From an optimization exercise on the open Yosys and OpenROAD flow, aimed at small area; shortcuts taken in it are not production practice.
Only simulation tests tie the RTL to the original design; equivalence was not proved.
No activity file was given, so power comes from the tool's default toggle rates.

wip/delta:
## reg_file_sb
module reg_file_sb #(
  parameter int unsigned XLEN   = 32,
  parameter int unsigned NREGS  = 32,
  parameter int unsigned AW     = 5,
  parameter bit          BYPASS = 1'b1
) (
  input  logic            clk,
  input  logic            reset,
  input  logic [AW-1:0]   rs1_addr,
  input  logic [AW-1:0]   rs2_addr,
  output logic [XLEN-1:0] rs1_data,
  output logic [XLEN-1:0] rs2_data,
  output logic            rs1_busy,
  output logic            rs2_busy,
  input  logic            wb_en,
  input  logic [AW-1:0]   wb_addr,
  input  logic [XLEN-1:0] wb_data,
  input  logic            iss_en,
  input  logic [AW-1:0]   iss_addr,
  input  logic            flush,
  output logic            any_busy
);
export LEC_CHECK = 0
export CAP_MARGIN = 20
export CORE_MARGIN = 2
export CORE_UTILIZATION = 55
export PLACE_DENSITY = 0.7
export SLEW_MARGIN = 20
export SYNTH_HIERARCHICAL = 1
create_clock -name core_clock -period 8.0 [get_ports {clk}]
standard.sh (not shown) runs the stock make flow with config.mk's settings and CLKGATE_MAP_FILE= SYNTH_SCRIPT=/design/flow/synth_recipe.tcl, a recipe that flattens the netlist after the stock synthesis.
==> flow/flow/run.sh <==
#!/bin/bash
# Layout flow: the standard ORFS flow (standard.sh), unchanged synthesis, with two
# settings changed:
#  - port buffers use sky130_fd_sc_hd__buf_1 instead of the resizer's default choice;
#  - clock tree synthesis does not insert dummy loads.
# Every tool's output goes to flow_make.log in the work folder (ORFS also keeps its own
# per-step logs under orfs/logs/).
set -euo pipefail
bash standard.sh \
  "BUFFER_PORTS_ARGS=-buffer_cell sky130_fd_sc_hd__buf_1" \
  "CTS_ARGS=-sink_clustering_enable -repair_clock_nets -dont_use_dummy_load -sink_clustering_size 30 -sink_clustering_max_diameter 70 -buf_list sky130_fd_sc_hd__clkbuf_16 -sink_buffer_max_cap_derate 0.05" \
  finish > flow_make.log 2>&1
Edits applied to the flow inputs when going from wip/delta to wip/tundra:
Settings: putting CTS_CLUSTER_DIAMETER at 50 where nothing was set; putting CTS_CLUSTER_SIZE at 16 where nothing was set; swapping 55 for 40 in CORE_UTILIZATION; putting CTS_BUF_LIST at sky130_fd_sc_hd__clkbuf_8 where nothing was set; swapping 0.7 for 0.6 in PLACE_DENSITY.
==> flow/run.sh (new file) <==
#!/bin/bash
# synth_recipe.tcl (not shown) runs the flow's synth.tcl, then flattens the netlist and writes it again
# the make line also repeats each setting of config.mk as NAME=value (left out here)
make -C /OpenROAD-flow-scripts/flow DESIGN_CONFIG=/design/flow/config.mk WORK_HOME=/design/flow/orfs CLKGATE_MAP_FILE= SYNTH_SCRIPT=/design/flow/synth_recipe.tcl finish
removed: flow/flow/run.sh
removed: flow/standard.sh
Findings:
Between wip/tundra and wip/delta, the overall via count from detail_route does not differ in any meaningful way. wip/tundra ends up with a power attributed to the clock group that is 46% higher than in wip/delta. Synthesis-to-finish area growth was lower in the run labelled wip/delta. Delta (wip/tundra minus wip/delta): worst setup margin lower; insertion delay of the later-clocked pin in the worst-skew pair higher; via density per instance lower; final wirelength higher; maximum frequency lower.
## Diff of input files: wip/amber against wip/tundra
Settings: CTS_BUF_LIST removed (was sky130_fd_sc_hd__clkbuf_8); GPL_ROUTABILITY_DRIVEN newly set to 0; PLACE_DENSITY changed from 0.6 to 0.7; CORE_UTILIZATION changed from 40 to 55; CTS_CLUSTER_DIAMETER removed (was 50); CTS_CLUSTER_SIZE removed (was 16).
==> flow/flow/run.sh (new file) <==
#!/bin/bash
# Layout flow: the standard ORFS flow (standard.sh), unchanged synthesis, with two
# settings changed:
#  - port buffers use sky130_fd_sc_hd__buf_2 instead of the resizer's default choice;
#  - clock tree synthesis does not insert dummy loads.
# Every tool's output goes to flow_make.log in the work folder (ORFS also keeps its own
# per-step logs under orfs/logs/).
set -euo pipefail
bash standard.sh \
  "BUFFER_PORTS_ARGS=-buffer_cell sky130_fd_sc_hd__buf_2" \
  "CTS_ARGS=-sink_clustering_enable -repair_clock_nets -dont_use_dummy_load -sink_clustering_size 16 -sink_clustering_max_diameter 50 -buf_list sky130_fd_sc_hd__clkbuf_8" \
  finish > flow_make.log 2>&1
==> flow/standard.sh (new file) <==
#!/bin/bash
# synth_recipe.tcl (not shown) runs the flow's synth.tcl, then flattens the netlist and writes it again
# the make line also repeats each setting of config.mk as NAME=value (left out here)
make -C /OpenROAD-flow-scripts/flow DESIGN_CONFIG=/design/flow/config.mk WORK_HOME=/design/flow/orfs CLKGATE_MAP_FILE= SYNTH_SCRIPT=/design/flow/synth_recipe.tcl "${@:-finish}"
removed: flow/run.sh
Findings:
Higher count of plain and timing-repair buffers in the layout goes to wip/tundra over wip/amber. Summary of the comparison: combinational cell fraction of total power is higher in wip/amber, relative to wip/tundra. Measured against each other, wip/amber and wip/tundra differ in final cycle utilization of the critical path, the lower figure coming from wip/amber. Going from wip/tundra to wip/amber, fraction of power consumed by sequential logic went up 7.0 points; via count has increased. Against wip/tundra as the reference, wip/amber delivers a higher routed length per placed instance. On final worst setup slack, wip/tundra loses to wip/amber.

## afterwards: timing with drivers on the ports
The results above use ideal ports. As a check the final layouts listed here were re-extracted and re-timed, cells and wires unchanged.
Step 1: set_driving_cell puts a clkbuf_16 on clk and a buf_2 on each other input, an assumption about the parent block.
Step 2 also shifts input and output timing later by t, the mid clock arrival at the registers, as if the neighbouring blocks saw the same clock.
Slacks: ideal ports / drivers / drivers and shift; pairs: ideal ports / drivers.
run | t, ns | setup WS [ns] | worst register clock-pin slew, ns | pins driven straight from the clock port
wip/delta | 0.708 | 0.684 / 0.657 / 0.657 | 0.12 / 0.12 | 1
wip/tundra | 0.871 | 0.370 / 0.348 / 0.348 | 0.11 / 0.11 | 1
wip/amber | 0.799 | 0.652 / 0.632 / 0.632 | 0.11 / 0.11 | 1
After both steps every run listed still meets setup and hold. The setup slack of wip/delta, which loses most, moves by -0.027 ns with the drivers and by -0.027 ns with both steps.
